Context: an optimization exercise on an open-source flow, tuned for small area and a short achievable clock period. The choices shown serve that exercise and are no tape-out recipe.
Function not checked in this run: the RTL went through the layout flow alone.

[flow/run.sh]
#!/bin/bash
# Standard layout (settings from config.mk via config.mk) plus the settings
# in flow/extra.mk: plain buf_1 port buffers instead of the default
# delay-cell buffers, and a larger setup margin for timing repair.
set -e
cp config.mk config_in.log
cat flow/extra.mk >> config.mk
bash standard.sh > standard.log 2>&1
[flow/extra.mk]
export BUFFER_PORTS_ARGS = -buffer_cell sky130_fd_sc_hd__buf_1
export SETUP_SLACK_MARGIN = 7.25
[standard.sh]
#!/bin/bash
# synth_recipe.tcl (not shown) runs the flow's synth.tcl, then flattens the netlist and writes it again
# the make line also repeats each setting of config.mk as NAME=value (left out here)
make -C /OpenROAD-flow-scripts/flow DESIGN_CONFIG=/design/flow/config.mk WORK_HOME=/design/flow/orfs CLKGATE_MAP_FILE= SYNTH_SCRIPT=/design/flow/synth_recipe.tcl "${@:-finish}"
[config.mk]
export PLATFORM = sky130hd
export DESIGN_NAME = xgmii_rx_top
export DESIGN_NICKNAME = xgmii_rx_top
export VERILOG_FILES = /design/flow/design.v
export SDC_FILE = /design/flow/constraint.sdc
export NUM_CORES = 4
export LEC_CHECK = 0
export CAP_MARGIN = 20
export CORE_MARGIN = 2
export CORE_UTILIZATION = 55
export CTS_CLUSTER_DIAMETER = 70
export CTS_CLUSTER_SIZE = 30
export SLEW_MARGIN = 20
export SYNTH_HIERARCHICAL = 1
export BUFFER_PORTS_ARGS = -buffer_cell sky130_fd_sc_hd__buf_1
export SETUP_SLACK_MARGIN = 7.25
[constraint.sdc]
create_clock -name core_clock -period 10.5 [get_ports {clk}]
set_input_delay 2.1000 -clock core_clock [delete_from_list [all_inputs] [get_ports {clk}]]
set_output_delay 2.1000 -clock core_clock [all_outputs]
set_load 0.01 [all_outputs]
[design.v]
package xgmii_rx_pkg;
    localparam logic [7:0] XGMII_START = 8'hFB;
    localparam logic [7:0] XGMII_TERM  = 8'hFD;
    localparam logic [7:0] XGMII_IDLE  = 8'h07;
    localparam int DATA_W = 64;
    localparam int LANES  = 8;
    typedef logic [13:0] frame_len_t;
    typedef enum logic [3:0] {
        RUNT,
        FRAGMENT,
        SZ_64,
        SZ_65_127,
        SZ_128_255,
        SZ_256_511,
        SZ_512_1023,
        SZ_1024_MAX,
        OVERSIZE,
        JABBER
    } size_class_t;
    localparam logic [31:0] CRC_PRESET = 32'hFFFF_FFFF;
    function automatic logic [31:0] crc_check_const(input logic [2:0] t);
        case (t)
            3'd0:    crc_check_const = 32'hDEBB201E;
            3'd1:    crc_check_const = 32'h00BE26ED;
            3'd2:    crc_check_const = 32'hBE26ED00;
            3'd3:    crc_check_const = 32'h2DFD1072;
            3'd4:    crc_check_const = 32'hFFFFFFFF;
            3'd5:    crc_check_const = 32'h62932081;
            3'd6:    crc_check_const = 32'h4E3D5E5C;
            default: crc_check_const = 32'h39DD08E2;
        endcase
    endfunction
endpackage
`timescale 1ns/100ps
module xgmii_frame_parser
(
    input  logic        clk,
    input  logic        inv_aresetn,
    input  logic [63:0] xgmii_data_i,
    input  logic [7:0]  xgmii_ctrl_i,
    output logic [63:0] word_o,
    output logic        word_start_o,
    output logic [2:0]  check_lane_o,
    input  logic        crc_match_i,
    output logic [63:0] axis_tdata_o,
    output logic [7:0]  axis_tkeep_o,
    output logic        axis_tvalid_o,
    output logic        axis_tlast_o,
    output logic        axis_tuser_o,
    output logic [10:0] words_o,
    output logic [2:0]  len_lo_o
);
    typedef enum logic [1:0] {
        ST_IDLE,
        ST_DATA,
        ST_TAIL
    } state_t;
    logic [63:0] data_mask;
    logic        is_sfd_lane;
    logic [7:0]  is_term;
    logic [2:0]  term_lane;
    logic        to_tail;
    always_comb begin
        for (int i = 0; i < xgmii_rx_pkg::LANES; i++) begin
            data_mask[8*i +: 8] = {8{(i == 0 || i == 4 || !xgmii_ctrl_i[i]) && (i >= 4 || !to_tail)}};
            is_term[i] = (xgmii_data_i[8*i +: 8] == xgmii_rx_pkg::XGMII_TERM);
        end
    end
    assign is_sfd_lane = (xgmii_data_i[7:0] == xgmii_rx_pkg::XGMII_START) && !inv_aresetn;
    always_comb begin
        term_lane = '0;
        for (int i = xgmii_rx_pkg::LANES - 1; i >= 0; i--) begin
            if (xgmii_ctrl_i[i]) begin
                term_lane = 3'(i);
            end
        end
    end
    logic [7:0]  w_ctrl8_q;
    logic [7:0]  w_is_term_q;
    logic [2:0]  w_lane_q;
    logic        w_start_lane_q;
    logic        w_start_q;
    logic [63:0] w_data_q;
    logic [63:0] hold_q;
    always_ff @(posedge clk) begin
        w_data_q    <= xgmii_data_i & data_mask;
        w_ctrl8_q   <= xgmii_ctrl_i;
        w_is_term_q <= is_term;
        w_lane_q    <= to_tail ? w_lane_q : term_lane;
        w_start_lane_q <= is_sfd_lane;
        hold_q      <= w_data_q;
    end
    logic        w_ctrl_q;
    logic        w_term_ok_q;
    assign w_ctrl_q    = |w_ctrl8_q;
    assign w_start_q   = w_start_lane_q && (w_ctrl8_q == 8'h01);
    assign w_term_ok_q = w_is_term_q[w_lane_q] && ((w_ctrl8_q >> w_lane_q) == (8'hFF >> w_lane_q));
    assign word_o       = w_data_q;
    assign word_start_o = w_start_q;
    state_t      state_q;
    state_t      state_d;
    logic        held_vld_q;
    logic        held_vld_d;
    logic        tail_ok_q;
    logic [10:0] words_q;
    logic [10:0] words_d;
    logic [2:0]  len_lo_q;
    logic        cnt_inc_q;
    logic        cnt_first_q;
    logic        cnt_zero_q;
    logic        good;
    logic        tvalid_d;
    logic        tlast_d;
    logic [7:0]  tkeep_d;
    logic        tuser_d;
    logic [2:0]  len_lo_d;
    assign check_lane_o = w_lane_q;
    assign good         = crc_match_i && ((state_q == ST_TAIL) ? tail_ok_q : w_term_ok_q);
    assign to_tail      = (state_d == ST_TAIL);
    assign words_o  = words_q;
    assign len_lo_o = len_lo_q;
    always_comb begin
        state_d    = state_q;
        held_vld_d = held_vld_q;
        tvalid_d   = 1'b0;
        tlast_d    = 1'b0;
        tkeep_d    = 8'hFF;
        tuser_d    = good;
        len_lo_d   = 3'd4;
        case (state_q)
            ST_IDLE: begin
                if (w_start_q) begin
                    state_d    = ST_DATA;
                    held_vld_d = 1'b0;
                end
            end
            ST_DATA: begin
                if (!w_ctrl_q) begin
                    tvalid_d   = held_vld_q;
                    held_vld_d = 1'b1;
                end else begin
                    held_vld_d = 1'b0;
                    state_d    = ST_IDLE;
                    tvalid_d   = held_vld_q;
                    if (!w_term_ok_q) begin
                        tlast_d = 1'b1;
                    end else if (w_lane_q < 3'd4) begin
                        tlast_d = 1'b1;
                        tkeep_d  = 8'hFF >> (3'd4 - w_lane_q);
                        len_lo_d = w_lane_q;
                    end else if (w_lane_q == 3'd4) begin
                        tlast_d = 1'b1;
                    end else begin
                        state_d = ST_TAIL;
                    end
                end
            end
            ST_TAIL: begin
                tvalid_d   = 1'b1;
                tlast_d    = 1'b1;
                tkeep_d    = 8'hFF >> (4'd12 - {1'b0, w_lane_q});
                len_lo_d   = w_lane_q;
                held_vld_d = 1'b0;
                state_d    = w_start_q ? ST_DATA : ST_IDLE;
            end
            default: begin
                state_d = ST_IDLE;
            end
        endcase
    end
    always_comb begin
        if (cnt_inc_q) begin
            words_d = cnt_first_q ? 11'd1 : words_q + 11'd1;
        end else if (cnt_zero_q) begin
            words_d = '0;
        end else begin
            words_d = words_q;
        end
    end
    always_ff @(posedge clk) begin
        axis_tdata_o <= hold_q;
        axis_tkeep_o <= tkeep_d;
        axis_tlast_o <= tlast_d;
        words_q      <= words_d;
        cnt_inc_q    <= (state_q == ST_DATA) && !w_ctrl_q;
        cnt_first_q  <= !held_vld_q;
        cnt_zero_q   <= (state_q == ST_DATA) && w_ctrl_q && !held_vld_q;
        tail_ok_q    <= w_term_ok_q;
        axis_tuser_o <= tuser_d;
        if (tvalid_d && tlast_d) begin
            len_lo_q <= len_lo_d;
        end
        if (inv_aresetn) begin
            state_q       <= ST_IDLE;
            held_vld_q    <= 1'b0;
            axis_tvalid_o <= 1'b0;
        end else begin
            state_q       <= state_d;
            held_vld_q    <= held_vld_d;
            axis_tvalid_o <= tvalid_d;
        end
    end
endmodule
`timescale 1ns/100ps
module xgmii_crc_check
(
    input  logic        clk,
    input  logic [63:0] word_i,
    input  logic        word_start_i,
    input  logic [2:0]  check_lane_i,
    output logic        crc_match_o
);
    logic [31:0] crc_q;
    logic [31:0] x;
    logic [31:0] d_hi;
    logic [31:0] nxt_a;
    logic [31:0] nxt_b;
    logic [31:0] nxt;
    for (genvar i = 0; i < 32; i++) begin : g_x
        crc_xor2 u_x (.a(crc_q[i]), .b(word_i[i]), .y(x[i]));
    end
    assign d_hi = word_i[63:32];
    logic [380:0] t;
    crc_xor2 u_x0 (.a(x[3]), .b(x[13]), .y(t[0]));
    crc_xor2 u_x1 (.a(x[11]), .b(x[12]), .y(t[1]));
    crc_xor2 u_x2 (.a(d_hi[7]), .b(x[19]), .y(t[2]));
    crc_xor2 u_x3 (.a(d_hi[0]), .b(d_hi[22]), .y(t[3]));
    crc_xor2 u_x4 (.a(x[6]), .b(x[16]), .y(t[4]));
    crc_xor2 u_x5 (.a(x[4]), .b(x[9]), .y(t[5]));
    crc_xor2 u_x6 (.a(x[5]), .b(x[31]), .y(t[6]));
    crc_xor2 u_x7 (.a(d_hi[4]), .b(x[7]), .y(t[7]));
    crc_xor2 u_x8 (.a(d_hi[5]), .b(x[8]), .y(t[8]));
    crc_xor2 u_x9 (.a(d_hi[24]), .b(x[10]), .y(t[9]));
    crc_xor2 u_x10 (.a(d_hi[23]), .b(x[30]), .y(t[10]));
    crc_xor2 u_x11 (.a(d_hi[15]), .b(t[0]), .y(t[11]));
    crc_xor2 u_x12 (.a(d_hi[2]), .b(d_hi[26]), .y(t[12]));
    crc_xor2 u_x13 (.a(d_hi[3]), .b(d_hi[6]), .y(t[13]));
    crc_xor2 u_x14 (.a(d_hi[11]), .b(x[14]), .y(t[14]));
    crc_xor2 u_x15 (.a(d_hi[12]), .b(x[15]), .y(t[15]));
    crc_xor2 u_x16 (.a(d_hi[19]), .b(t[2]), .y(t[16]));
    crc_xor2 u_x17 (.a(d_hi[14]), .b(d_hi[30]), .y(t[17]));
    crc_xor2 u_x18 (.a(d_hi[16]), .b(d_hi[28]), .y(t[18]));
    crc_xor2 u_x19 (.a(d_hi[18]), .b(d_hi[25]), .y(t[19]));
    crc_xor2 u_x20 (.a(d_hi[13]), .b(d_hi[29]), .y(t[20]));
    crc_xor2 u_x21 (.a(d_hi[21]), .b(x[26]), .y(t[21]));
    crc_xor2 u_x22 (.a(x[1]), .b(x[21]), .y(t[22]));
    crc_xor2 u_x23 (.a(d_hi[27]), .b(x[22]), .y(t[23]));
    crc_xor2 u_x24 (.a(t[3]), .b(x[27]), .y(t[24]));
    crc_xor2 u_x25 (.a(d_hi[20]), .b(x[25]), .y(t[25]));
    crc_xor2 u_x26 (.a(d_hi[31]), .b(x[17]), .y(t[26]));
    crc_xor2 u_x27 (.a(x[0]), .b(x[2]), .y(t[27]));
    crc_xor2 u_x28 (.a(d_hi[8]), .b(x[20]), .y(t[28]));
    crc_xor2 u_x29 (.a(d_hi[9]), .b(t[1]), .y(t[29]));
    crc_xor2 u_x30 (.a(d_hi[1]), .b(d_hi[10]), .y(t[30]));
    crc_xor2 u_x31 (.a(d_hi[17]), .b(t[6]), .y(t[31]));
    crc_xor2 u_x32 (.a(t[5]), .b(t[10]), .y(t[32]));
    crc_xor2 u_x33 (.a(x[18]), .b(x[23]), .y(t[33]));
    crc_xor2 u_x34 (.a(x[28]), .b(x[29]), .y(t[34]));
    crc_xor2 u_x35 (.a(d_hi[31]), .b(t[8]), .y(t[35]));
    crc_xor2 u_x36 (.a(t[4]), .b(t[13]), .y(t[36]));
    crc_xor2 u_x37 (.a(t[7]), .b(t[17]), .y(t[37]));
    crc_xor2 u_x38 (.a(t[9]), .b(t[31]), .y(t[38]));
    crc_xor2 u_x39 (.a(t[12]), .b(x[24]), .y(t[39]));
    crc_xor2 u_x40 (.a(t[24]), .b(x[11]), .y(t[40]));
    crc_xor2 u_x41 (.a(d_hi[0]), .b(t[15]), .y(t[41]));
    crc_xor2 u_x42 (.a(d_hi[25]), .b(d_hi[29]), .y(t[42]));
    crc_xor2 u_x43 (.a(d_hi[2]), .b(x[5]), .y(t[43]));
    crc_xor2 u_x44 (.a(d_hi[3]), .b(x[23]), .y(t[44]));
    crc_xor2 u_x45 (.a(d_hi[30]), .b(x[8]), .y(t[45]));
    crc_xor2 u_x46 (.a(x[24]), .b(x[25]), .y(t[46]));
    crc_xor2 u_x47 (.a(x[18]), .b(x[29]), .y(t[47]));
    crc_xor2 u_x48 (.a(d_hi[9]), .b(t[14]), .y(t[48]));
    crc_xor2 u_x49 (.a(d_hi[27]), .b(t[28]), .y(t[49]));
    crc_xor2 u_x50 (.a(t[26]), .b(x[21]), .y(t[50]));
    crc_xor2 u_x51 (.a(t[25]), .b(t[34]), .y(t[51]));
    crc_xor2 u_x52 (.a(d_hi[6]), .b(t[33]), .y(t[52]));
    crc_xor2 u_x53 (.a(t[5]), .b(t[23]), .y(t[53]));
    crc_xor2 u_x54 (.a(d_hi[28]), .b(t[22]), .y(t[54]));
    crc_xor2 u_x55 (.a(t[18]), .b(t[32]), .y(t[55]));
    crc_xor2 u_x56 (.a(t[16]), .b(x[1]), .y(t[56]));
    crc_xor2 u_x57 (.a(t[11]), .b(x[16]), .y(t[57]));
    crc_xor2 u_x58 (.a(d_hi[11]), .b(d_hi[17]), .y(t[58]));
    crc_xor2 u_x59 (.a(d_hi[5]), .b(d_hi[7]), .y(t[59]));
    crc_xor2 u_x60 (.a(d_hi[3]), .b(x[4]), .y(t[60]));
    crc_xor2 u_x61 (.a(x[12]), .b(x[28]), .y(t[61]));
    crc_xor2 u_x62 (.a(d_hi[10]), .b(x[22]), .y(t[62]));
    crc_xor2 u_x63 (.a(d_hi[16]), .b(x[14]), .y(t[63]));
    crc_xor2 u_x64 (.a(d_hi[13]), .b(x[2]), .y(t[64]));
    crc_xor2 u_x65 (.a(d_hi[26]), .b(t[30]), .y(t[65]));
    crc_xor2 u_x66 (.a(d_hi[23]), .b(x[7]), .y(t[66]));
    crc_xor2 u_x67 (.a(x[5]), .b(x[30]), .y(t[67]));
    crc_xor2 u_x68 (.a(x[2]), .b(x[27]), .y(t[68]));
    crc_xor2 u_x69 (.a(t[3]), .b(x[10]), .y(t[69]));
    crc_xor2 u_x70 (.a(d_hi[1]), .b(x[15]), .y(t[70]));
    crc_xor2 u_x71 (.a(t[19]), .b(t[20]), .y(t[71]));
    crc_xor2 u_x72 (.a(x[12]), .b(x[13]), .y(t[72]));
    crc_xor2 u_x73 (.a(t[58]), .b(x[20]), .y(t[73]));
    crc_xor2 u_x74 (.a(t[61]), .b(x[31]), .y(t[74]));
    crc_xor2 u_x75 (.a(t[28]), .b(x[3]), .y(t[75]));
    crc_xor2 u_x76 (.a(t[8]), .b(t[14]), .y(t[76]));
    crc_xor2 u_x77 (.a(d_hi[2]), .b(t[27]), .y(t[77]));
    crc_xor2 u_x78 (.a(t[6]), .b(t[39]), .y(t[78]));
    crc_xor2 u_x79 (.a(d_hi[4]), .b(t[40]), .y(t[79]));
    crc_xor2 u_x80 (.a(t[36]), .b(t[54]), .y(t[80]));
    crc_xor2 u_x81 (.a(d_hi[15]), .b(t[35]), .y(t[81]));
    crc_xor2 u_x82 (.a(t[29]), .b(x[9]), .y(t[82]));
    crc_xor2 u_x83 (.a(t[21]), .b(t[50]), .y(t[83]));
    crc_xor2 u_x84 (.a(d_hi[7]), .b(d_hi[24]), .y(t[84]));
    crc_xor2 u_x85 (.a(d_hi[14]), .b(d_hi[18]), .y(t[85]));
    crc_xor2 u_x86 (.a(d_hi[18]), .b(x[30]), .y(t[86]));
    crc_xor2 u_x87 (.a(d_hi[23]), .b(x[28]), .y(t[87]));
    crc_xor2 u_x88 (.a(x[14]), .b(x[26]), .y(t[88]));
    crc_xor2 u_x89 (.a(t[12]), .b(t[30]), .y(t[89]));
    crc_xor2 u_x90 (.a(t[30]), .b(x[15]), .y(t[90]));
    crc_xor2 u_x91 (.a(t[19]), .b(x[0]), .y(t[91]));
    crc_xor2 u_x92 (.a(d_hi[14]), .b(x[7]), .y(t[92]));
    crc_xor2 u_x93 (.a(t[17]), .b(x[6]), .y(t[93]));
    crc_xor2 u_x94 (.a(d_hi[17]), .b(x[18]), .y(t[94]));
    crc_xor2 u_x95 (.a(x[0]), .b(x[4]), .y(t[95]));
    crc_xor2 u_x96 (.a(t[59]), .b(x[17]), .y(t[96]));
    crc_xor2 u_x97 (.a(t[18]), .b(t[20]), .y(t[97]));
    crc_xor2 u_x98 (.a(d_hi[8]), .b(x[24]), .y(t[98]));
    crc_xor2 u_x99 (.a(d_hi[12]), .b(t[19]), .y(t[99]));
    crc_xor2 u_x100 (.a(x[10]), .b(x[17]), .y(t[100]));
    crc_xor2 u_x101 (.a(t[23]), .b(x[16]), .y(t[101]));
    crc_xor2 u_x102 (.a(t[25]), .b(t[43]), .y(t[102]));
    crc_xor2 u_x103 (.a(t[46]), .b(x[3]), .y(t[103]));
    crc_xor2 u_x104 (.a(t[10]), .b(t[23]), .y(t[104]));
    crc_xor2 u_x105 (.a(t[4]), .b(x[24]), .y(t[105]));
    crc_xor2 u_x106 (.a(t[47]), .b(t[62]), .y(t[106]));
    crc_xor2 u_x107 (.a(t[92]), .b(x[19]), .y(t[107]));
    crc_xor2 u_x108 (.a(t[4]), .b(t[94]), .y(t[108]));
    crc_xor2 u_x109 (.a(t[1]), .b(t[71]), .y(t[109]));
    crc_xor2 u_x110 (.a(d_hi[24]), .b(t[0]), .y(t[110]));
    crc_xor2 u_x111 (.a(t[27]), .b(t[72]), .y(t[111]));
    crc_xor2 u_x112 (.a(t[7]), .b(t[22]), .y(t[112]));
    crc_xor2 u_x113 (.a(t[7]), .b(x[6]), .y(t[113]));
    crc_xor2 u_x114 (.a(t[15]), .b(x[26]), .y(t[114]));
    crc_xor2 u_x115 (.a(t[9]), .b(t[14]), .y(t[115]));
    crc_xor2 u_x116 (.a(d_hi[20]), .b(t[15]), .y(t[116]));
    crc_xor2 u_x117 (.a(d_hi[22]), .b(t[1]), .y(t[117]));
    crc_xor2 u_x118 (.a(t[24]), .b(t[46]), .y(t[118]));
    crc_xor2 u_x119 (.a(t[39]), .b(t[44]), .y(t[119]));
    crc_xor2 u_x120 (.a(t[21]), .b(t[69]), .y(t[120]));
    crc_xor2 u_x121 (.a(t[60]), .b(t[96]), .y(t[121]));
    crc_xor2 u_x122 (.a(t[63]), .b(x[13]), .y(t[122]));
    crc_xor2 u_x123 (.a(t[20]), .b(t[21]), .y(t[123]));
    crc_xor2 u_x124 (.a(t[66]), .b(t[89]), .y(t[124]));
    crc_xor2 u_x125 (.a(t[98]), .b(x[29]), .y(t[125]));
    crc_xor2 u_x126 (.a(d_hi[1]), .b(t[2]), .y(t[126]));
    crc_xor2 u_x127 (.a(d_hi[7]), .b(t[27]), .y(t[127]));
    crc_xor2 u_x128 (.a(d_hi[29]), .b(t[11]), .y(t[128]));
    crc_xor2 u_x129 (.a(t[37]), .b(t[53]), .y(t[129]));
    crc_xor2 u_x130 (.a(t[51]), .b(t[75]), .y(t[130]));
    crc_xor2 u_x131 (.a(t[41]), .b(t[102]), .y(t[131]));
    crc_xor2 u_x132 (.a(t[26]), .b(t[37]), .y(t[132]));
    crc_xor2 u_x133 (.a(t[45]), .b(t[101]), .y(t[133]));
    crc_xor2 u_x134 (.a(t[49]), .b(t[76]), .y(t[134]));
    crc_xor2 u_x135 (.a(t[65]), .b(t[113]), .y(t[135]));
    crc_xor2 u_x136 (.a(t[18]), .b(t[36]), .y(t[136]));
    crc_xor2 u_x137 (.a(d_hi[21]), .b(t[41]), .y(t[137]));
    crc_xor2 u_x138 (.a(t[16]), .b(t[26]), .y(t[138]));
    crc_xor2 u_x139 (.a(d_hi[6]), .b(t[48]), .y(t[139]));
    crc_xor2 u_x140 (.a(t[68]), .b(t[117]), .y(t[140]));
    crc_xor2 u_x141 (.a(d_hi[12]), .b(t[40]), .y(t[141]));
    crc_xor2 u_x142 (.a(t[29]), .b(t[49]), .y(t[142]));
    crc_xor2 u_x143 (.a(t[70]), .b(t[77]), .y(t[143]));
    crc_xor2 u_x144 (.a(t[2]), .b(t[53]), .y(t[144]));
    crc_xor2 u_x145 (.a(t[11]), .b(t[90]), .y(t[145]));
    crc_xor2 u_x146 (.a(t[37]), .b(t[123]), .y(t[146]));
    crc_xor2 u_x147 (.a(d_hi[25]), .b(t[35]), .y(t[147]));
    crc_xor2 u_x148 (.a(t[38]), .b(t[42]), .y(t[148]));
    crc_xor2 u_x149 (.a(t[57]), .b(t[132]), .y(t[149]));
    crc_xor2 u_x150 (.a(d_hi[22]), .b(t[56]), .y(t[150]));
    crc_xor2 u_x151 (.a(d_hi[28]), .b(t[83]), .y(t[151]));
    crc_xor2 u_x152 (.a(t[56]), .b(x[22]), .y(t[152]));
    crc_xor2 u_x153 (.a(t[80]), .b(t[137]), .y(t[153]));
    crc_xor2 u_x154 (.a(t[116]), .b(t[134]), .y(t[154]));
    crc_xor2 u_x155 (.a(t[38]), .b(t[87]), .y(t[155]));
    crc_xor2 u_x156 (.a(t[79]), .b(t[108]), .y(t[156]));
    crc_xor2 u_x157 (.a(t[97]), .b(t[131]), .y(t[157]));
    crc_xor2 u_x158 (.a(d_hi[20]), .b(t[12]), .y(t[158]));
    crc_xor2 u_x159 (.a(x[1]), .b(t[63]), .y(t[159]));
    crc_xor2 u_x160 (.a(t[100]), .b(t[158]), .y(t[160]));
    crc_xor2 u_x161 (.a(t[32]), .b(t[36]), .y(t[161]));
    crc_xor2 u_x162 (.a(t[75]), .b(t[126]), .y(t[162]));
    crc_xor2 u_x163 (.a(t[159]), .b(t[160]), .y(t[163]));
    crc_xor2 u_x164 (.a(t[79]), .b(t[161]), .y(t[164]));
    crc_xor2 u_x165 (.a(t[162]), .b(t[163]), .y(t[165]));
    crc_xor2 u_x166 (.a(d_hi[21]), .b(x[18]), .y(t[166]));
    crc_xor2 u_x167 (.a(x[21]), .b(t[7]), .y(t[167]));
    crc_xor2 u_x168 (.a(t[166]), .b(t[121]), .y(t[168]));
    crc_xor2 u_x169 (.a(t[167]), .b(t[142]), .y(t[169]));
    crc_xor2 u_x170 (.a(t[143]), .b(t[168]), .y(t[170]));
    crc_xor2 u_x171 (.a(t[155]), .b(t[169]), .y(t[171]));
    crc_xor2 u_x172 (.a(d_hi[4]), .b(d_hi[8]), .y(t[172]));
    crc_xor2 u_x173 (.a(t[3]), .b(x[19]), .y(t[173]));
    crc_xor2 u_x174 (.a(t[172]), .b(t[8]), .y(t[174]));
    crc_xor2 u_x175 (.a(t[43]), .b(t[91]), .y(t[175]));
    crc_xor2 u_x176 (.a(t[173]), .b(t[29]), .y(t[176]));
    crc_xor2 u_x177 (.a(t[106]), .b(t[110]), .y(t[177]));
    crc_xor2 u_x178 (.a(t[174]), .b(t[175]), .y(t[178]));
    crc_xor2 u_x179 (.a(t[80]), .b(t[176]), .y(t[179]));
    crc_xor2 u_x180 (.a(t[177]), .b(t[178]), .y(t[180]));
    crc_xor2 u_x181 (.a(d_hi[5]), .b(t[13]), .y(t[181]));
    crc_xor2 u_x182 (.a(t[42]), .b(x[17]), .y(t[182]));
    crc_xor2 u_x183 (.a(x[20]), .b(x[23]), .y(t[183]));
    crc_xor2 u_x184 (.a(t[181]), .b(t[182]), .y(t[184]));
    crc_xor2 u_x185 (.a(t[183]), .b(t[32]), .y(t[185]));
    crc_xor2 u_x186 (.a(t[48]), .b(t[111]), .y(t[186]));
    crc_xor2 u_x187 (.a(t[184]), .b(t[135]), .y(t[187]));
    crc_xor2 u_x188 (.a(t[185]), .b(t[186]), .y(t[188]));
    crc_xor2 u_x189 (.a(t[152]), .b(t[187]), .y(t[189]));
    crc_xor2 u_x190 (.a(d_hi[10]), .b(d_hi[30]), .y(t[190]));
    crc_xor2 u_x191 (.a(t[190]), .b(t[0]), .y(t[191]));
    crc_xor2 u_x192 (.a(t[9]), .b(t[52]), .y(t[192]));
    crc_xor2 u_x193 (.a(t[78]), .b(t[112]), .y(t[193]));
    crc_xor2 u_x194 (.a(t[127]), .b(t[191]), .y(t[194]));
    crc_xor2 u_x195 (.a(t[192]), .b(t[193]), .y(t[195]));
    crc_xor2 u_x196 (.a(t[194]), .b(t[154]), .y(t[196]));
    crc_xor2 u_x197 (.a(d_hi[8]), .b(x[11]), .y(t[197]));
    crc_xor2 u_x198 (.a(t[64]), .b(t[197]), .y(t[198]));
    crc_xor2 u_x199 (.a(t[48]), .b(t[103]), .y(t[199]));
    crc_xor2 u_x200 (.a(t[198]), .b(t[144]), .y(t[200]));
    crc_xor2 u_x201 (.a(t[147]), .b(t[199]), .y(t[201]));
    crc_xor2 u_x202 (.a(t[153]), .b(t[200]), .y(t[202]));
    crc_xor2 u_x203 (.a(x[1]), .b(x[6]), .y(t[203]));
    crc_xor2 u_x204 (.a(t[10]), .b(t[44]), .y(t[204]));
    crc_xor2 u_x205 (.a(t[62]), .b(t[68]), .y(t[205]));
    crc_xor2 u_x206 (.a(t[88]), .b(t[203]), .y(t[206]));
    crc_xor2 u_x207 (.a(t[29]), .b(t[107]), .y(t[207]));
    crc_xor2 u_x208 (.a(t[204]), .b(t[205]), .y(t[208]));
    crc_xor2 u_x209 (.a(t[206]), .b(t[207]), .y(t[209]));
    crc_xor2 u_x210 (.a(t[208]), .b(t[157]), .y(t[210]));
    crc_xor2 u_x211 (.a(d_hi[24]), .b(x[8]), .y(t[211]));
    crc_xor2 u_x212 (.a(x[27]), .b(t[27]), .y(t[212]));
    crc_xor2 u_x213 (.a(t[44]), .b(t[73]), .y(t[213]));
    crc_xor2 u_x214 (.a(t[211]), .b(t[74]), .y(t[214]));
    crc_xor2 u_x215 (.a(t[105]), .b(t[212]), .y(t[215]));
    crc_xor2 u_x216 (.a(t[213]), .b(t[145]), .y(t[216]));
    crc_xor2 u_x217 (.a(t[146]), .b(t[214]), .y(t[217]));
    crc_xor2 u_x218 (.a(t[215]), .b(t[216]), .y(t[218]));
    crc_xor2 u_x219 (.a(d_hi[2]), .b(d_hi[16]), .y(t[219]));
    crc_xor2 u_x220 (.a(t[219]), .b(t[5]), .y(t[220]));
    crc_xor2 u_x221 (.a(t[22]), .b(t[34]), .y(t[221]));
    crc_xor2 u_x222 (.a(t[99]), .b(t[76]), .y(t[222]));
    crc_xor2 u_x223 (.a(t[118]), .b(t[220]), .y(t[223]));
    crc_xor2 u_x224 (.a(t[221]), .b(t[222]), .y(t[224]));
    crc_xor2 u_x225 (.a(t[223]), .b(t[149]), .y(t[225]));
    crc_xor2 u_x226 (.a(t[43]), .b(t[64]), .y(t[226]));
    crc_xor2 u_x227 (.a(t[114]), .b(t[226]), .y(t[227]));
    crc_xor2 u_x228 (.a(t[81]), .b(t[130]), .y(t[228]));
    crc_xor2 u_x229 (.a(t[227]), .b(t[152]), .y(t[229]));
    crc_xor2 u_x230 (.a(t[156]), .b(t[228]), .y(t[230]));
    crc_xor2 u_x231 (.a(t[12]), .b(t[59]), .y(t[231]));
    crc_xor2 u_x232 (.a(t[85]), .b(x[14]), .y(t[232]));
    crc_xor2 u_x233 (.a(x[23]), .b(t[34]), .y(t[233]));
    crc_xor2 u_x234 (.a(t[64]), .b(t[231]), .y(t[234]));
    crc_xor2 u_x235 (.a(t[232]), .b(t[29]), .y(t[235]));
    crc_xor2 u_x236 (.a(t[112]), .b(t[120]), .y(t[236]));
    crc_xor2 u_x237 (.a(t[233]), .b(t[234]), .y(t[237]));
    crc_xor2 u_x238 (.a(t[235]), .b(t[236]), .y(t[238]));
    crc_xor2 u_x239 (.a(d_hi[14]), .b(d_hi[19]), .y(t[239]));
    crc_xor2 u_x240 (.a(t[13]), .b(t[239]), .y(t[240]));
    crc_xor2 u_x241 (.a(t[8]), .b(t[240]), .y(t[241]));
    crc_xor2 u_x242 (.a(t[104]), .b(t[125]), .y(t[242]));
    crc_xor2 u_x243 (.a(t[241]), .b(t[140]), .y(t[243]));
    crc_xor2 u_x244 (.a(t[145]), .b(t[242]), .y(t[244]));
    crc_xor2 u_x245 (.a(d_hi[2]), .b(d_hi[4]), .y(t[245]));
    crc_xor2 u_x246 (.a(t[84]), .b(x[23]), .y(t[246]));
    crc_xor2 u_x247 (.a(t[245]), .b(t[25]), .y(t[247]));
    crc_xor2 u_x248 (.a(t[246]), .b(t[74]), .y(t[248]));
    crc_xor2 u_x249 (.a(t[247]), .b(t[55]), .y(t[249]));
    crc_xor2 u_x250 (.a(t[57]), .b(t[139]), .y(t[250]));
    crc_xor2 u_x251 (.a(t[248]), .b(t[249]), .y(t[251]));
    crc_xor2 u_x252 (.a(d_hi[10]), .b(t[21]), .y(t[252]));
    crc_xor2 u_x253 (.a(t[41]), .b(t[121]), .y(t[253]));
    crc_xor2 u_x254 (.a(t[122]), .b(t[125]), .y(t[254]));
    crc_xor2 u_x255 (.a(t[252]), .b(t[253]), .y(t[255]));
    crc_xor2 u_x256 (.a(t[254]), .b(t[148]), .y(t[256]));
    crc_xor2 u_x257 (.a(d_hi[8]), .b(d_hi[13]), .y(t[257]));
    crc_xor2 u_x258 (.a(d_hi[26]), .b(d_hi[30]), .y(t[258]));
    crc_xor2 u_x259 (.a(t[19]), .b(x[25]), .y(t[259]));
    crc_xor2 u_x260 (.a(t[257]), .b(t[258]), .y(t[260]));
    crc_xor2 u_x261 (.a(t[67]), .b(t[70]), .y(t[261]));
    crc_xor2 u_x262 (.a(t[259]), .b(t[260]), .y(t[262]));
    crc_xor2 u_x263 (.a(t[261]), .b(t[262]), .y(t[263]));
    crc_xor2 u_x264 (.a(t[139]), .b(t[263]), .y(t[264]));
    crc_xor2 u_x265 (.a(d_hi[5]), .b(d_hi[9]), .y(t[265]));
    crc_xor2 u_x266 (.a(d_hi[27]), .b(t[85]), .y(t[266]));
    crc_xor2 u_x267 (.a(t[265]), .b(t[4]), .y(t[267]));
    crc_xor2 u_x268 (.a(t[266]), .b(t[74]), .y(t[268]));
    crc_xor2 u_x269 (.a(t[114]), .b(t[124]), .y(t[269]));
    crc_xor2 u_x270 (.a(t[267]), .b(t[138]), .y(t[270]));
    crc_xor2 u_x271 (.a(t[268]), .b(t[269]), .y(t[271]));
    crc_xor2 u_x272 (.a(d_hi[13]), .b(d_hi[27]), .y(t[272]));
    crc_xor2 u_x273 (.a(x[8]), .b(x[11]), .y(t[273]));
    crc_xor2 u_x274 (.a(t[272]), .b(t[47]), .y(t[274]));
    crc_xor2 u_x275 (.a(t[273]), .b(t[11]), .y(t[275]));
    crc_xor2 u_x276 (.a(t[115]), .b(t[274]), .y(t[276]));
    crc_xor2 u_x277 (.a(t[55]), .b(t[135]), .y(t[277]));
    crc_xor2 u_x278 (.a(t[275]), .b(t[276]), .y(t[278]));
    crc_xor2 u_x279 (.a(t[150]), .b(t[277]), .y(t[279]));
    crc_xor2 u_x280 (.a(t[1]), .b(t[77]), .y(t[280]));
    crc_xor2 u_x281 (.a(t[107]), .b(t[55]), .y(t[281]));
    crc_xor2 u_x282 (.a(t[280]), .b(t[148]), .y(t[282]));
    crc_xor2 u_x283 (.a(t[154]), .b(t[281]), .y(t[283]));
    crc_xor2 u_x284 (.a(d_hi[26]), .b(x[20]), .y(t[284]));
    crc_xor2 u_x285 (.a(t[45]), .b(t[71]), .y(t[285]));
    crc_xor2 u_x286 (.a(t[284]), .b(t[11]), .y(t[286]));
    crc_xor2 u_x287 (.a(t[285]), .b(t[38]), .y(t[287]));
    crc_xor2 u_x288 (.a(t[82]), .b(t[286]), .y(t[288]));
    crc_xor2 u_x289 (.a(t[153]), .b(t[287]), .y(t[289]));
    crc_xor2 u_x290 (.a(d_hi[19]), .b(t[4]), .y(t[290]));
    crc_xor2 u_x291 (.a(t[65]), .b(t[69]), .y(t[291]));
    crc_xor2 u_x292 (.a(t[50]), .b(t[109]), .y(t[292]));
    crc_xor2 u_x293 (.a(t[122]), .b(t[127]), .y(t[293]));
    crc_xor2 u_x294 (.a(t[290]), .b(t[291]), .y(t[294]));
    crc_xor2 u_x295 (.a(t[129]), .b(t[292]), .y(t[295]));
    crc_xor2 u_x296 (.a(t[293]), .b(t[294]), .y(t[296]));
    crc_xor2 u_x297 (.a(x[15]), .b(t[24]), .y(t[297]));
    crc_xor2 u_x298 (.a(t[33]), .b(t[67]), .y(t[298]));
    crc_xor2 u_x299 (.a(t[72]), .b(t[73]), .y(t[299]));
    crc_xor2 u_x300 (.a(t[16]), .b(t[297]), .y(t[300]));
    crc_xor2 u_x301 (.a(t[298]), .b(t[299]), .y(t[301]));
    crc_xor2 u_x302 (.a(t[81]), .b(t[129]), .y(t[302]));
    crc_xor2 u_x303 (.a(t[136]), .b(t[300]), .y(t[303]));
    crc_xor2 u_x304 (.a(t[301]), .b(t[302]), .y(t[304]));
    crc_xor2 u_x305 (.a(x[7]), .b(x[28]), .y(t[305]));
    crc_xor2 u_x306 (.a(t[86]), .b(t[95]), .y(t[306]));
    crc_xor2 u_x307 (.a(t[305]), .b(t[31]), .y(t[307]));
    crc_xor2 u_x308 (.a(t[35]), .b(t[54]), .y(t[308]));
    crc_xor2 u_x309 (.a(t[119]), .b(t[306]), .y(t[309]));
    crc_xor2 u_x310 (.a(t[128]), .b(t[141]), .y(t[310]));
    crc_xor2 u_x311 (.a(t[307]), .b(t[308]), .y(t[311]));
    crc_xor2 u_x312 (.a(t[309]), .b(t[310]), .y(t[312]));
    crc_xor2 u_x313 (.a(t[20]), .b(t[86]), .y(t[313]));
    crc_xor2 u_x314 (.a(t[100]), .b(t[16]), .y(t[314]));
    crc_xor2 u_x315 (.a(t[78]), .b(t[313]), .y(t[315]));
    crc_xor2 u_x316 (.a(t[130]), .b(t[133]), .y(t[316]));
    crc_xor2 u_x317 (.a(t[140]), .b(t[314]), .y(t[317]));
    crc_xor2 u_x318 (.a(t[315]), .b(t[316]), .y(t[318]));
    crc_xor2 u_x319 (.a(d_hi[0]), .b(d_hi[3]), .y(t[319]));
    crc_xor2 u_x320 (.a(d_hi[19]), .b(x[0]), .y(t[320]));
    crc_xor2 u_x321 (.a(x[31]), .b(t[319]), .y(t[321]));
    crc_xor2 u_x322 (.a(t[0]), .b(t[33]), .y(t[322]));
    crc_xor2 u_x323 (.a(t[93]), .b(t[320]), .y(t[323]));
    crc_xor2 u_x324 (.a(t[321]), .b(t[32]), .y(t[324]));
    crc_xor2 u_x325 (.a(t[51]), .b(t[322]), .y(t[325]));
    crc_xor2 u_x326 (.a(t[323]), .b(t[142]), .y(t[326]));
    crc_xor2 u_x327 (.a(t[324]), .b(t[325]), .y(t[327]));
    crc_xor2 u_x328 (.a(t[151]), .b(t[326]), .y(t[328]));
    crc_xor2 u_x329 (.a(t[84]), .b(t[28]), .y(t[329]));
    crc_xor2 u_x330 (.a(t[66]), .b(t[78]), .y(t[330]));
    crc_xor2 u_x331 (.a(t[106]), .b(t[329]), .y(t[331]));
    crc_xor2 u_x332 (.a(t[82]), .b(t[83]), .y(t[332]));
    crc_xor2 u_x333 (.a(t[128]), .b(t[136]), .y(t[333]));
    crc_xor2 u_x334 (.a(t[330]), .b(t[331]), .y(t[334]));
    crc_xor2 u_x335 (.a(t[332]), .b(t[333]), .y(t[335]));
    crc_xor2 u_x336 (.a(t[42]), .b(t[22]), .y(t[336]));
    crc_xor2 u_x337 (.a(t[25]), .b(t[73]), .y(t[337]));
    crc_xor2 u_x338 (.a(t[52]), .b(t[110]), .y(t[338]));
    crc_xor2 u_x339 (.a(t[124]), .b(t[336]), .y(t[339]));
    crc_xor2 u_x340 (.a(t[337]), .b(t[82]), .y(t[340]));
    crc_xor2 u_x341 (.a(t[133]), .b(t[338]), .y(t[341]));
    crc_xor2 u_x342 (.a(t[339]), .b(t[340]), .y(t[342]));
    crc_xor2 u_x343 (.a(d_hi[10]), .b(t[45]), .y(t[343]));
    crc_xor2 u_x344 (.a(t[99]), .b(t[111]), .y(t[344]));
    crc_xor2 u_x345 (.a(t[115]), .b(t[119]), .y(t[345]));
    crc_xor2 u_x346 (.a(t[343]), .b(t[144]), .y(t[346]));
    crc_xor2 u_x347 (.a(t[344]), .b(t[345]), .y(t[347]));
    crc_xor2 u_x348 (.a(t[151]), .b(t[346]), .y(t[348]));
    crc_xor2 u_x349 (.a(d_hi[1]), .b(d_hi[11]), .y(t[349]));
    crc_xor2 u_x350 (.a(d_hi[25]), .b(x[13]), .y(t[350]));
    crc_xor2 u_x351 (.a(t[349]), .b(t[95]), .y(t[351]));
    crc_xor2 u_x352 (.a(t[350]), .b(t[52]), .y(t[352]));
    crc_xor2 u_x353 (.a(t[104]), .b(t[105]), .y(t[353]));
    crc_xor2 u_x354 (.a(t[351]), .b(t[138]), .y(t[354]));
    crc_xor2 u_x355 (.a(t[352]), .b(t[353]), .y(t[355]));
    crc_xor2 u_x356 (.a(t[157]), .b(t[354]), .y(t[356]));
    crc_xor2 u_x357 (.a(t[52]), .b(t[103]), .y(t[357]));
    crc_xor2 u_x358 (.a(t[38]), .b(t[55]), .y(t[358]));
    crc_xor2 u_x359 (.a(t[141]), .b(t[146]), .y(t[359]));
    crc_xor2 u_x360 (.a(t[357]), .b(t[358]), .y(t[360]));
    crc_xor2 u_x361 (.a(x[4]), .b(x[26]), .y(t[361]));
    crc_xor2 u_x362 (.a(t[93]), .b(t[361]), .y(t[362]));
    crc_xor2 u_x363 (.a(t[109]), .b(t[118]), .y(t[363]));
    crc_xor2 u_x364 (.a(t[126]), .b(t[362]), .y(t[364]));
    crc_xor2 u_x365 (.a(t[81]), .b(t[363]), .y(t[365]));
    crc_xor2 u_x366 (.a(t[364]), .b(t[155]), .y(t[366]));
    crc_xor2 u_x367 (.a(x[12]), .b(t[9]), .y(t[367]));
    crc_xor2 u_x368 (.a(t[60]), .b(t[67]), .y(t[368]));
    crc_xor2 u_x369 (.a(t[88]), .b(t[91]), .y(t[369]));
    crc_xor2 u_x370 (.a(t[51]), .b(t[367]), .y(t[370]));
    crc_xor2 u_x371 (.a(t[368]), .b(t[369]), .y(t[371]));
    crc_xor2 u_x372 (.a(t[370]), .b(t[371]), .y(t[372]));
    crc_xor2 u_x373 (.a(t[149]), .b(t[150]), .y(t[373]));
    crc_xor2 u_x374 (.a(t[13]), .b(x[9]), .y(t[374]));
    crc_xor2 u_x375 (.a(t[6]), .b(t[47]), .y(t[375]));
    crc_xor2 u_x376 (.a(t[374]), .b(t[16]), .y(t[376]));
    crc_xor2 u_x377 (.a(t[120]), .b(t[375]), .y(t[377]));
    crc_xor2 u_x378 (.a(t[57]), .b(t[143]), .y(t[378]));
    crc_xor2 u_x379 (.a(t[147]), .b(t[376]), .y(t[379]));
    crc_xor2 u_x380 (.a(t[377]), .b(t[378]), .y(t[380]));
    assign nxt_a[0] = t[164];
    assign nxt_b[0] = t[165];
    assign nxt_a[1] = t[170];
    assign nxt_b[1] = t[171];
    assign nxt_a[2] = t[179];
    assign nxt_b[2] = t[180];
    assign nxt_a[3] = t[188];
    assign nxt_b[3] = t[189];
    assign nxt_a[4] = t[195];
    assign nxt_b[4] = t[196];
    assign nxt_a[5] = t[201];
    assign nxt_b[5] = t[202];
    assign nxt_a[6] = t[209];
    assign nxt_b[6] = t[210];
    assign nxt_a[7] = t[217];
    assign nxt_b[7] = t[218];
    assign nxt_a[8] = t[224];
    assign nxt_b[8] = t[225];
    assign nxt_a[9] = t[229];
    assign nxt_b[9] = t[230];
    assign nxt_a[10] = t[237];
    assign nxt_b[10] = t[238];
    assign nxt_a[11] = t[243];
    assign nxt_b[11] = t[244];
    assign nxt_a[12] = t[250];
    assign nxt_b[12] = t[251];
    assign nxt_a[13] = t[255];
    assign nxt_b[13] = t[256];
    assign nxt_a[14] = t[156];
    assign nxt_b[14] = t[264];
    assign nxt_a[15] = t[270];
    assign nxt_b[15] = t[271];
    assign nxt_a[16] = t[278];
    assign nxt_b[16] = t[279];
    assign nxt_a[17] = t[282];
    assign nxt_b[17] = t[283];
    assign nxt_a[18] = t[288];
    assign nxt_b[18] = t[289];
    assign nxt_a[19] = t[295];
    assign nxt_b[19] = t[296];
    assign nxt_a[20] = t[303];
    assign nxt_b[20] = t[304];
    assign nxt_a[21] = t[311];
    assign nxt_b[21] = t[312];
    assign nxt_a[22] = t[317];
    assign nxt_b[22] = t[318];
    assign nxt_a[23] = t[327];
    assign nxt_b[23] = t[328];
    assign nxt_a[24] = t[334];
    assign nxt_b[24] = t[335];
    assign nxt_a[25] = t[341];
    assign nxt_b[25] = t[342];
    assign nxt_a[26] = t[347];
    assign nxt_b[26] = t[348];
    assign nxt_a[27] = t[355];
    assign nxt_b[27] = t[356];
    assign nxt_a[28] = t[359];
    assign nxt_b[28] = t[360];
    assign nxt_a[29] = t[365];
    assign nxt_b[29] = t[366];
    assign nxt_a[30] = t[372];
    assign nxt_b[30] = t[373];
    assign nxt_a[31] = t[379];
    assign nxt_b[31] = t[380];
    assign nxt = nxt_a ^ nxt_b;
    assign crc_match_o = (x == xgmii_rx_pkg::crc_check_const(check_lane_i));
    always_ff @(posedge clk) begin
        if (word_start_i) begin
            crc_q <= xgmii_rx_pkg::CRC_PRESET;
        end else begin
            crc_q <= nxt;
        end
    end
endmodule
module crc_xor2
(
    input  logic a,
    input  logic b,
    output logic y
);
    assign y = a ^ b;
endmodule
`timescale 1ns/100ps
module rx_frame_stats
#(
    parameter int MAX_FRAME_LEN = 1518
) (
    input  logic        clk,
    input  logic        inv_aresetn,
    input  logic        tvalid_i,
    input  logic        tlast_i,
    input  logic        tuser_i,
    input  logic [10:0] words_i,
    input  logic [2:0]  len_lo_i,
    output logic        stat_valid_o,
    output logic        stat_crc_ok_o,
    output logic [13:0] stat_len_o,
    output logic [3:0]  stat_size_o,
    output logic [31:0] good_frames_o,
    output logic [31:0] bad_frames_o
);
    logic frame_end;
    xgmii_rx_pkg::frame_len_t frame_len;
    function automatic xgmii_rx_pkg::size_class_t classify(input xgmii_rx_pkg::frame_len_t len, input logic crc_ok);
        if (len < 14'd64) begin
            classify = crc_ok ? xgmii_rx_pkg::RUNT : xgmii_rx_pkg::FRAGMENT;
        end else if (len == 14'd64) begin
            classify = xgmii_rx_pkg::SZ_64;
        end else if (len < 14'd128) begin
            classify = xgmii_rx_pkg::SZ_65_127;
        end else if (len < 14'd256) begin
            classify = xgmii_rx_pkg::SZ_128_255;
        end else if (len < 14'd512) begin
            classify = xgmii_rx_pkg::SZ_256_511;
        end else if (len < 14'd1024) begin
            classify = xgmii_rx_pkg::SZ_512_1023;
        end else if (len <= 14'(MAX_FRAME_LEN)) begin
            classify = xgmii_rx_pkg::SZ_1024_MAX;
        end else begin
            classify = crc_ok ? xgmii_rx_pkg::OVERSIZE : xgmii_rx_pkg::JABBER;
        end
    endfunction
    assign frame_end  = tvalid_i && tlast_i;
    function automatic logic [31:0] inc_toggle(input logic [31:0] cnt, input logic en);
        logic [7:0] c;
        c[0] = en;
        for (int k = 1; k < 8; k++) begin
            c[k] = c[k-1] & (&cnt[4*(k-1) +: 4]);
        end
        for (int k = 0; k < 8; k++) begin
            inc_toggle[4*k] = c[k];
            for (int j = 1; j < 4; j++) begin
                inc_toggle[4*k+j] = inc_toggle[4*k+j-1] & cnt[4*k+j-1];
            end
        end
    endfunction
    assign frame_len     = {words_i, len_lo_i};
    assign stat_len_o    = frame_len;
    always_ff @(posedge clk) begin
        stat_crc_ok_o <= tuser_i;
        stat_size_o   <= classify(frame_len, tuser_i);
        if (inv_aresetn) begin
            stat_valid_o  <= 1'b0;
            good_frames_o <= '0;
            bad_frames_o  <= '0;
        end else begin
            stat_valid_o <= frame_end;
            good_frames_o <= good_frames_o ^ inc_toggle(good_frames_o, frame_end && tuser_i);
            bad_frames_o  <= bad_frames_o ^ inc_toggle(bad_frames_o, frame_end && !tuser_i);
        end
    end
endmodule
`timescale 1ns/100ps
module xgmii_rx_top
#(
    parameter int MAX_FRAME_LEN = 1518
) (
    input  logic        clk,
    input  logic        inv_aresetn,
    input  logic [63:0] xgmii_data_i,
    input  logic [7:0]  xgmii_ctrl_i,
    output logic [63:0] axis_tdata_o,
    output logic [7:0]  axis_tkeep_o,
    output logic        axis_tvalid_o,
    output logic        axis_tlast_o,
    output logic        axis_tuser_o,
    output logic        stat_valid_o,
    output logic        stat_crc_ok_o,
    output logic [13:0] stat_len_o,
    output logic [3:0]  stat_size_o,
    output logic [31:0] good_frames_o,
    output logic [31:0] bad_frames_o
);
    logic [63:0] word;
    logic        word_start;
    logic [2:0]  check_lane;
    logic        crc_match;
    logic [10:0] words;
    logic [2:0]  len_lo;
    xgmii_frame_parser u_parser (
        .clk           (clk),
        .inv_aresetn   (inv_aresetn),
        .xgmii_data_i  (xgmii_data_i),
        .xgmii_ctrl_i  (xgmii_ctrl_i),
        .word_o        (word),
        .word_start_o  (word_start),
        .check_lane_o  (check_lane),
        .crc_match_i   (crc_match),
        .axis_tdata_o  (axis_tdata_o),
        .axis_tkeep_o  (axis_tkeep_o),
        .axis_tvalid_o (axis_tvalid_o),
        .axis_tlast_o  (axis_tlast_o),
        .axis_tuser_o  (axis_tuser_o),
        .words_o       (words),
        .len_lo_o      (len_lo)
    );
    xgmii_crc_check u_crc_check (
        .clk          (clk),
        .word_i       (word),
        .word_start_i (word_start),
        .check_lane_i (check_lane),
        .crc_match_o  (crc_match)
    );
    rx_frame_stats #(
        .MAX_FRAME_LEN (MAX_FRAME_LEN)
    ) u_stats (
        .clk           (clk),
        .inv_aresetn   (inv_aresetn),
        .tvalid_i      (axis_tvalid_o),
        .tlast_i       (axis_tlast_o),
        .tuser_i       (axis_tuser_o),
        .words_i       (words),
        .len_lo_i      (len_lo),
        .stat_valid_o  (stat_valid_o),
        .stat_crc_ok_o (stat_crc_ok_o),
        .stat_len_o    (stat_len_o),
        .stat_size_o   (stat_size_o),
        .good_frames_o (good_frames_o),
        .bad_frames_o  (bad_frames_o)
    );
endmodule
==> flow_summary.html <==
<table>
<tr><th>Metric</th><th>Value</th></tr>
<tr><th colspan="2">Global route</th></tr>
<tr><td>Pin count of the biggest net entering global routing</td><td>71</td></tr>
<tr><td>Via count of the first global-routing pass</td><td>roughly 11000</td></tr>
<tr><td>Overall global routing resource usage</td><td>0.267</td></tr>
<tr><td>Overall overflow remaining after global route</td><td>0</td></tr>
<tr><td>Wire length of the first global-routing pass</td><td>roughly 62000 um</td></tr>
<tr><td>Initial antenna violation count</td><td>1</td></tr>
<tr><th colspan="2">Synth</th></tr>
<tr><td>Mean instance size in the synthesized netlist</td><td>10.7 um^2</td></tr>
<tr><td>Number of instances in the synthesized netlist</td><td>1482</td></tr>
<tr><td>Predominant post-synthesis flop cell</td><td>sky130_fd_sc_hd__dfxtp_1</td></tr>
<tr><td>Post-synth cell types</td><td>88</td></tr>
<tr><td>Ys Warns</td><td>9</td></tr>
<tr><td>Net Count, Synth</td><td>around 1600</td></tr>
<tr><td>Proportion of synthesized chip area in sequential cells</td><td>0.447</td></tr>
<tr><td>Async set-or-reset flop fraction in the synthesized netlist</td><td>0</td></tr>
<tr><td>Synthesized flop and latch total</td><td>346</td></tr>
<tr><td>Post-synth EDFFs</td><td>17</td></tr>
<tr><td>Post-synthesis instance area</td><td>15900 um^2</td></tr>
<tr><th colspan="2">Routing</th></tr>
<tr><td>Vias per inst</td><td>5.23</td></tr>
<tr><td>Wire length per cell after detailed routing</td><td>19.4 um</td></tr>
<tr><td>Via count</td><td>between 10000 and 15000</td></tr>
<tr><td>Initial detailed-routing violation count</td><td>around 810</td></tr>
<tr><td>Pre-antenna DRT Iters</td><td>6</td></tr>
<tr><td>Total detailed-routing wirelength</td><td>41300 um</td></tr>
<tr><td>Residual antenna-violating net count after detailed routing</td><td>0</td></tr>
<tr><td>DRC violation count after routing</td><td>0</td></tr>
<tr><th colspan="2">STA</th></tr>
<tr><td>Tmin final</td><td>roughly 3200 ps</td></tr>
<tr><td>Hold violation count in the final report</td><td>0</td></tr>
<tr><td>Worst-case hold slack</td><td>approximately 320 ps</td></tr>
<tr><td>Setup violation total in the final timing report</td><td>0</td></tr>
<tr><td>Portion of the clock cycle consumed by the worst path in the final layout</td><td>0.306</td></tr>
<tr><td>Maximum frequency from static timing analysis</td><td>311 MHz</td></tr>
<tr><td>Number of pins with negative max-slew slack in the final report</td><td>0</td></tr>
<tr><td>Setup TNS</td><td>0 ps</td></tr>
<tr><td>Transition at the pin with the smallest max-transition slack</td><td>1030 ps</td></tr>
<tr><td>Unrepaired setup endpoints after global routing</td><td>no</td></tr>
<tr><td>Max_slew headroom</td><td>0.313</td></tr>
<tr><td>Largest clock skew in the final design</td><td>32.1 ps</td></tr>
<tr><th colspan="2">Clocking</th></tr>
<tr><td>H-tree Lvls</td><td>1</td></tr>
<tr><td>Total number of clock tree sinks</td><td>between 300 and 400</td></tr>
<tr><td>Number of buffers inserted by hold repair at cts</td><td>0</td></tr>
<tr><td>Maximum count of clock buffers along a single path</td><td>3</td></tr>
<tr><td>TritonCTS clock tree</td><td>yes</td></tr>
<tr><td>Latest clock arrival within the worst-skew pair</td><td>540 ps</td></tr>
<tr><td>Clock Pin Slew Worst Setup and Hold Paths</td><td>about 100 ps</td></tr>
<tr><td>CTS Buf Count</td><td>20</td></tr>
<tr><td>Library cell used as clock root buffer</td><td>sky130_fd_sc_hd__clkbuf_16</td></tr>
<tr><th colspan="2">Floorplan</th></tr>
<tr><td>Die span in x</td><td>174 um</td></tr>
<tr><td>Core box area</td><td>28500 um^2</td></tr>
<tr><td>Chip Height</td><td>approximately 170 um</td></tr>
<tr><td>Rows</td><td>between 60 and 70</td></tr>
<tr><td>Io pins</td><td>about 230</td></tr>
<tr><td>Starting utilization of the core area</td><td>0.556</td></tr>
<tr><td>Overall die area</td><td>30200 um^2</td></tr>
<tr><th colspan="2">Setup path</th></tr>
<tr><td>Slowest stage delay, CP</td><td>about 430 ps</td></tr>
<tr><td>Critical Path End Type</td><td>output port</td></tr>
<tr><td>Master of the slowest instance on the critical path</td><td>sky130_fd_sc_hd__edfxtp_1</td></tr>
<tr><td>Critical-path cell list</td><td>buf_1</td></tr>
<tr><td>Critical path start-end classification</td><td>reg -&gt; out</td></tr>
<tr><td>Buffering stage count on the worst path with inverters included</td><td>1</td></tr>
<tr><td>Worst EP required</td><td>approximately 8400 ps</td></tr>
<tr><td>Maximum net fanout on the critical path</td><td>2</td></tr>
<tr><td>Largest delay share family, worst path</td><td>flip-flops</td></tr>
<tr><td>Data arrival, critical path</td><td>approximately 1100 ps</td></tr>
<tr><td>Crit start category</td><td>flip-flop</td></tr>
<tr><th colspan="2">Flow run</th></tr>
<tr><td>Max capacitance violation total</td><td>0</td></tr>
<tr><th colspan="2">Layout</th></tr>
<tr><td>Total of fill cells in the finished design</td><td>roughly 2500</td></tr>
<tr><td>Area overhead of the layout relative to synthesis</td><td>13.5%</td></tr>
<tr><td>Area used by multi-input combinational logic</td><td>8360 um^2</td></tr>
<tr><td>Share of layout cells above drive strength 1</td><td>0.0890</td></tr>
<tr><td>Final standard cell utilization of the core</td><td>0.631</td></tr>
<tr><td>Count of inserted antenna diode cells</td><td>0</td></tr>
<tr><td>Final net count</td><td>1862</td></tr>
<tr><td>Area occupied by registers</td><td>about 7100 um^2</td></tr>
<tr><th colspan="2">Placement</th></tr>
<tr><td>Detailed placer's ending HPWL</td><td>31800 um</td></tr>
<tr><td>Number of port buffers</td><td>232</td></tr>
<tr><td>Global placement routability congestion</td><td>1.06</td></tr>
<tr><th colspan="2">Hold path</th></tr>
<tr><td>Min-delay worst type</td><td>reg -&gt; reg</td></tr>
<tr><th colspan="2">Status</th></tr>
<tr><td>Outcome</td><td>timing/DRC/antenna clean</td></tr>
</table>
[Yosys stat by module, one instance, submodules excluded, excerpt]
module / cells inside / area, um^2 / flip-flops and latches
xgmii_frame_parser: 546 / 7120 / 244
xgmii_crc_check: 244 / 2060 / 32
crc_xor2: 1 / 8.76 / 0
[area by class of cell]
cell class / count / area share
multi-input cells: 1058 / 0.464
flip-flops and latches: 346 / 0.394
repair buffers: 276 / 0.0679
clock buffers: 21 / 0.0292
well taps: 384 / 0.0267
clock inverters: 14 / 0.0121
inverters: 26 / 0.00556
[worst reg2reg max path, delay by kind of cell, from the launching register on]
kind / cells / cell delay, ps
AND/OR/NAND/NOR: 1 / 70
flip-flops: 1 / 370
buffers and inverters: 1 / 230
XOR/XNOR: 7 / 2440
[layer usage]
| layer | global-route usage | vias up | part of all wire | routed length [um] |
|---|---|---|---|---|
| met5 | 0 | - | 0 | 0 |
| met4 | 0.135 | 0 | 0.056 | 2310 |
| met3 | 0.0377 | 113 | 0.059 | 2430 |
| met2 | 0.444 | 417 | 0.47 | 19400 |
| met1 | 0.340 | 5172 | 0.42 | 17200 |
| li1 | - | 5413 | - | - |
[cells by family after synthesis]
logic type | synth area share
and+or+nand+nor | 0.148
xor gates and xnor gates | 0.261
AOI/OAI and AO/OA | 0.0505
buffers and inverters | 0.0307
adders and majority gates | 0.0487
muxes | 0.0140
DFF | 0.447
[synth_stat cells (4+ instances only)]
master | instances | area (um^2)
sky130_fd_sc_hd__a21oi_1 | 27 | 135
sky130_fd_sc_hd__a221oi_1 | 4 | 35.0
sky130_fd_sc_hd__a31oi_1 | 8 | 50.1
sky130_fd_sc_hd__a32oi_1 | 5 | 43.8
sky130_fd_sc_hd__and3_1 | 5 | 31.3
sky130_fd_sc_hd__and4_1 | 5 | 43.8
sky130_fd_sc_hd__buf_2 | 5 | 25.0
sky130_fd_sc_hd__buf_4 | 18 | 135
sky130_fd_sc_hd__buf_6 | 9 | 101
sky130_fd_sc_hd__clkbuf_1 | 14 | 52.6
sky130_fd_sc_hd__clkbuf_8 | 5 | 68.8
sky130_fd_sc_hd__dfxtp_1 | 329 | 6590
sky130_fd_sc_hd__edfxtp_1 | 17 | 510
sky130_fd_sc_hd__ha_1 | 60 | 751
sky130_fd_sc_hd__inv_1 | 24 | 90.1
sky130_fd_sc_hd__mux2i_1 | 14 | 140
sky130_fd_sc_hd__nand2_1 | 53 | 199
sky130_fd_sc_hd__nand2b_1 | 36 | 225
sky130_fd_sc_hd__nand3_1 | 13 | 65.1
sky130_fd_sc_hd__nand3_2 | 4 | 40.0
sky130_fd_sc_hd__nand4_1 | 22 | 138
sky130_fd_sc_hd__nand4b_1 | 8 | 70.1
sky130_fd_sc_hd__nor2_1 | 71 | 267
sky130_fd_sc_hd__nor2b_1 | 77 | 482
sky130_fd_sc_hd__nor3_1 | 15 | 75.1
sky130_fd_sc_hd__nor3b_1 | 5 | 37.5
sky130_fd_sc_hd__nor4_1 | 4 | 25.0
sky130_fd_sc_hd__nor4b_1 | 25 | 219
sky130_fd_sc_hd__o211ai_1 | 4 | 30.0
sky130_fd_sc_hd__o21ai_0 | 28 | 140
sky130_fd_sc_hd__o22ai_1 | 5 | 31.3
sky130_fd_sc_hd__or2_2 | 4 | 25.0
sky130_fd_sc_hd__or3_1 | 5 | 31.3
sky130_fd_sc_hd__xnor2_1 | 52 | 455
sky130_fd_sc_hd__xor2_1 | 421 | 3690
[registers in the layout, indices dropped and copies added (netlist names), 2 cells and up]
register,count
u_crc_check.crc_q,32
u_parser.axis_tdata_o,64
u_parser.w_is_term_q,8
u_stats.good_frames_o,32
u_parser.w_lane_q,3
u_stats.stat_size_o,4
u_parser.words_q,11
u_parser.w_ctrl8_q,8
u_parser.w_data_q,64
u_parser.state_q,2
u_stats.bad_frames_o,32
u_parser.axis_tkeep_o,8
u_parser.len_lo_q,3
u_parser.hold_q,64
[stage by stage]
step	setup WS (ps)	instances	area [um^2]
floorplan	7610	1482	15900
global placement	7200	2076	17100
detailed placement	7060	2076	17100
CTS	7250	2124	17900
global route	7250	2125	18000
finish	7290	2125	18000
[timing repair]
| item | CTS | global route |
|---|---|---|
| setup buffers | 13 | 1 |
| setup endpoints to repair | 30 | 61 |
| resized for setup | 7 | 23 |
[cell usage in the layout (no fill, tap or decap), drive strengths merged, types with 6 or more instances in the layout]
cell	Yosys	routed
ha	60	60
a31oi	8	8
buf	33	265
nor3	19	19
nor2b	77	77
nor4	9	9
a21oi	27	27
nand3	17	17
o21ai	32	32
clkbuf	19	32
nand2	53	53
nand2b	36	36
nand4b	8	8
nor2	72	72
xnor2	52	52
xor2	421	421
nor4b	27	27
and3	6	6
edfxtp	17	17
nand4	24	24
mux2i	14	14
dfxtp	329	329
inv	26	34
[path summary, 6_finish.rpt]
| check | startpoint | to | slack, ps | depth (start not counted) |
|---|---|---|---|---|
| max | u_parser.words_q[3] | stat_len_o[6] | 7290 | 1 |
| min | u_parser.hold_q[21] | u_parser.axis_tdata_o[21] | 320 | 0 |
| max reg2reg | u_parser.w_data_q[19] | u_crc_check.crc_q[16] | 7300 | 9 |
| min reg2reg | u_parser.hold_q[21] | u_parser.axis_tdata_o[21] | 320 | 0 |

==> re-timing with driven ports <==
No port has a modelled driver above. Below, the same layout with a new extraction and two added sets of constraints. Step 1 (the two cells are an assumption about what drives the block):
set clk [get_ports {clk}]
set_driving_cell -lib_cell sky130_fd_sc_hd__clkbuf_16 $clk
set_driving_cell -lib_cell sky130_fd_sc_hd__buf_2 [delete_from_list [all_inputs] $clk]
Step 2 times the ports against the registers' clock, not the clock port: input delays grow and output delays shrink by t, the midpoint of the rising clock arrivals with the driver on. Three values: ideal, step 1, step 2; two values: the first two.
shift t [ns]: 0.574
setup WS [ns]: 7.286 / 7.234 / 7.244
latest minus earliest clock arrival (ns): 0.036 / 0.036
worst register clock-pin slew, ns: 0.11 / 0.11
worst data-port slew with drivers (ns): 0.05
After both steps this run still meets setup and hold. The setup slack of this run moves by -0.052 ns with the drivers and by -0.042 ns with both steps.
